Source: an optimization exercise on an open RTL-to-GDS flow (aim: small area, a short achievable clock period and few clock cycles per item). Production flows keep margins and buffers that such runs may drop.
Power is estimated from default activity; no workload was simulated.

// ifft8_seq
module ifft8_seq #(
  parameter int unsigned W  = 12,
  parameter int unsigned IW = 16
) (
  input  logic                clk,
  input  logic                rst,
  input  logic                in_valid,
  output logic                in_ready,
  input  logic signed [W-1:0] in_re,
  input  logic signed [W-1:0] in_im,
  output logic                out_valid,
  input  logic                out_ready,
  output logic signed [W-1:0] out_re,
  output logic signed [W-1:0] out_im,
  output logic                out_last,
  output logic                busy
);
  localparam int unsigned SW = W + 1;    
  localparam int unsigned UW = W + 3;    
  localparam int unsigned AW = IW;       
  logic signed [W-1:0]  r_ir_re, r_ir_im;
  logic                 r_ir_v;
  logic [2:0]           r_in_cnt;    
  logic [2:0]           r_ld_cnt;    
  logic signed [SW-1:0] r_sr [4];
  logic signed [SW-1:0] r_si [4];
  logic signed [SW-1:0] r_dr [4];
  logic signed [SW-1:0] r_di [4];
  logic w_in_fire;
  logic r_idle;        
  logic r_outph;       
  assign w_in_fire = in_valid & r_idle;
  ...
export LEC_CHECK = 0
export CAP_MARGIN = 20
export CORE_MARGIN = 2
export CORE_UTILIZATION = 40
export CTS_BUF_LIST = sky130_fd_sc_hd__clkbuf_8
export CTS_CLUSTER_SIZE = 30
export SLEW_MARGIN = 20
create_clock -name core_clock -period 22.0 [get_ports {clk}]
standard.sh (not shown) runs the stock make flow with config.mk's settings and CLKGATE_MAP_FILE= SYNTH_SCRIPT=/design/flow/synth_recipe.tcl, a recipe that flattens the netlist after the stock synthesis.
==> flow/flow/run.sh <==
#!/bin/bash
# The standard layout (standard.sh) with two changes passed to ORFS:
# buf_2 cells as the port buffers instead of the default pick, and a setup
# margin for the repair steps. ORFS writes its per-step logs under orfs/logs;
# the make output goes to standard.log here.
export BUFFER_PORTS_ARGS="-buffer_cell sky130_fd_sc_hd__buf_2"
export SETUP_SLACK_MARGIN=16
bash standard.sh > standard.log 2>&1
Then changed:
--- a/flow/design.v
+++ b/flow/design.v
@@ -33,35 +33,26 @@
   always_ff @(posedge clk) begin
     r_ir_re <= in_re;
     r_ir_im <= in_im;
   end
   logic signed [SW-1:0] w_ir_re_x, w_ir_im_x;
   assign w_ir_re_x = SW'(r_ir_re);
   assign w_ir_im_x = SW'(r_ir_im);
-  logic [SW-1:0] w_ld_sr, w_ld_si, w_ld_dr, w_ld_di;
-  ifft8_csel_add #(.N(SW), .L(7)) u_ld_sr (
-    .a(r_sr[0] & {SW{r_ld_cnt[2]}}), .b(w_ir_re_x), .ci(1'b0), .s(w_ld_sr));
-  ifft8_csel_add #(.N(SW), .L(7)) u_ld_si (
-    .a(r_si[0] & {SW{r_ld_cnt[2]}}), .b(w_ir_im_x), .ci(1'b0), .s(w_ld_si));
-  ifft8_csel_add #(.N(SW), .L(7)) u_ld_dr (
-    .a(r_sr[0]), .b(~w_ir_re_x), .ci(1'b1), .s(w_ld_dr));
-  ifft8_csel_add #(.N(SW), .L(7)) u_ld_di (
-    .a(r_si[0]), .b(~w_ir_im_x), .ci(1'b1), .s(w_ld_di));
   always_ff @(posedge clk) begin
     if (r_ir_v) begin
       for (int i = 0; i < 3; i++) begin
         r_sr[i] <= r_sr[i+1];
         r_si[i] <= r_si[i+1];
         r_dr[i] <= r_dr[i+1];
         r_di[i] <= r_di[i+1];
       end
-      r_sr[3] <= w_ld_sr;
-      r_si[3] <= w_ld_si;
-      r_dr[3] <= w_ld_dr;
-      r_di[3] <= w_ld_di;
+      r_sr[3] <= (r_sr[0] & {SW{r_ld_cnt[2]}}) + w_ir_re_x;
+      r_si[3] <= (r_si[0] & {SW{r_ld_cnt[2]}}) + w_ir_im_x;
+      r_dr[3] <= r_sr[0] - w_ir_re_x;
+      r_di[3] <= r_si[0] - w_ir_im_x;
     end
   end
   function automatic logic [IW-1:0] add4(input logic [IW-1:0] a, input logic [IW-1:0] b,
                                          input logic [IW-1:0] c, input logic [IW-1:0] d,
                                          input logic ci0, input logic ci1, input logic ci2);
     logic [IW-1:0] s1, k1, s2, k2;
     s1 = a ^ b ^ c;
@@ -106,15 +97,16 @@
                1'b1, r_yu, r_yu);
   end
   function automatic logic signed [UW-1:0] tw10(input logic signed [UW-1:0] y);
     logic signed [UW+6:0] e;
     logic signed [UW+6:0] p;
     e = (UW+7)'(y);
     p = (e <<< 6) + (e <<< 4) + (e <<< 3) + e + (e >>> 1) + (e >>> 4) + (e >>> 5)
-      + (e >>> 8) + (e >>> 9) + (y[UW-1] ? (UW+7)'(121) : (UW+7)'(12));
+      + (e >>> 8) + (e >>> 9) + (UW+7)'(12)
+      + $signed((UW+7)'({y[UW-1], y[UW-1], 1'b0, y[UW-1], y[UW-1], 1'b0, y[UW-1]}));   
     tw10 = p[UW+6:7];
   endfunction
   always_ff @(posedge clk) begin
     if (w_y_load) begin
       r_y <= w_y;
     end
     if (w_tr_load) begin
@@ -258,33 +250,7 @@
         busy      <= 1'b0;
         out_valid <= 1'b0;
         out_last  <= 1'b0;
       end
     end
   end
 endmodule
-module ifft8_csel_add #(
-  parameter int N = 13,
-  parameter int L = 7
-) (
-  input  logic [N-1:0] a,
-  input  logic [N-1:0] b,
-  input  logic         ci,
-  output logic [N-1:0] s
-);
-  logic [N:0]   c0, c1, cl;
-  logic [N-1:0] s0, s1;
-  assign cl[0] = ci;
-  for (genvar i = 0; i < L; i++) begin : g_lo
-    assign s[i]    = a[i] ^ b[i] ^ cl[i];
-    assign cl[i+1] = (a[i] & b[i]) | (a[i] & cl[i]) | (b[i] & cl[i]);
-  end
-  assign c0[L] = 1'b0;
-  assign c1[L] = 1'b1;
-  for (genvar i = L; i < N; i++) begin : g_hi
-    assign s0[i]   = a[i] ^ b[i] ^ c0[i];
-    assign c0[i+1] = (a[i] & b[i]) | (a[i] & c0[i]) | (b[i] & c0[i]);
-    assign s1[i]   = a[i] ^ b[i] ^ c1[i];
-    assign c1[i+1] = (a[i] & b[i]) | (a[i] & c1[i]) | (b[i] & c1[i]);
-    assign s[i]    = cl[L] ? s1[i] : s0[i];
-  end
-endmodule
After rerunning: The changed run produced a clean layout. Hold slack gets worse by 0.013 ns. Maximum frequency stays flat. Die area climbs by 4.0%. Global-route usage drops by 0.54 points. Final area climbs by 3.4%. Worst setup slack gets worse by 0.0091 ns. Routed wire length climbs by 1.4%. Core utilization drops by 0.46 points. Synthesized cell count climbs by 11%. Power climbs by 1.8%. Clock power drops by about 1%.
Function was not checked in any run of this note: the RTL went through the layout flow alone.

-- static timing again, ports no longer ideal --
The results above use ideal ports. As a check the final layouts listed here were re-extracted and re-timed, cells and wires unchanged. Step 1 assumes that a clkbuf_16 drives the clock port and a buf_2 every other input. Step 2, shift: input delay + t, output delay - t, t = (earliest + latest rising clock arrival at the registers) / 2. This alone moves slack from input paths to output paths. Three values: ideal, step 1, step 2; two values: the first two.
run | shift t [ns] | setup WS [ns] | hold slack, ns | slew at the worst register clock pin (ns)
the first run | 0.715 | 16.369 / 16.314 / 15.931 | 0.447 / 0.447 / 0.447 | 0.07 / 0.07
the second run | 0.720 | 16.360 / 16.303 / 15.897 | 0.434 / 0.434 / 0.434 | 0.07 / 0.07
After both steps setup and hold are still met in every run listed. For the second run, which loses most, drivers alone change the setup slack by -0.057 ns; drivers and shift together by -0.463 ns.
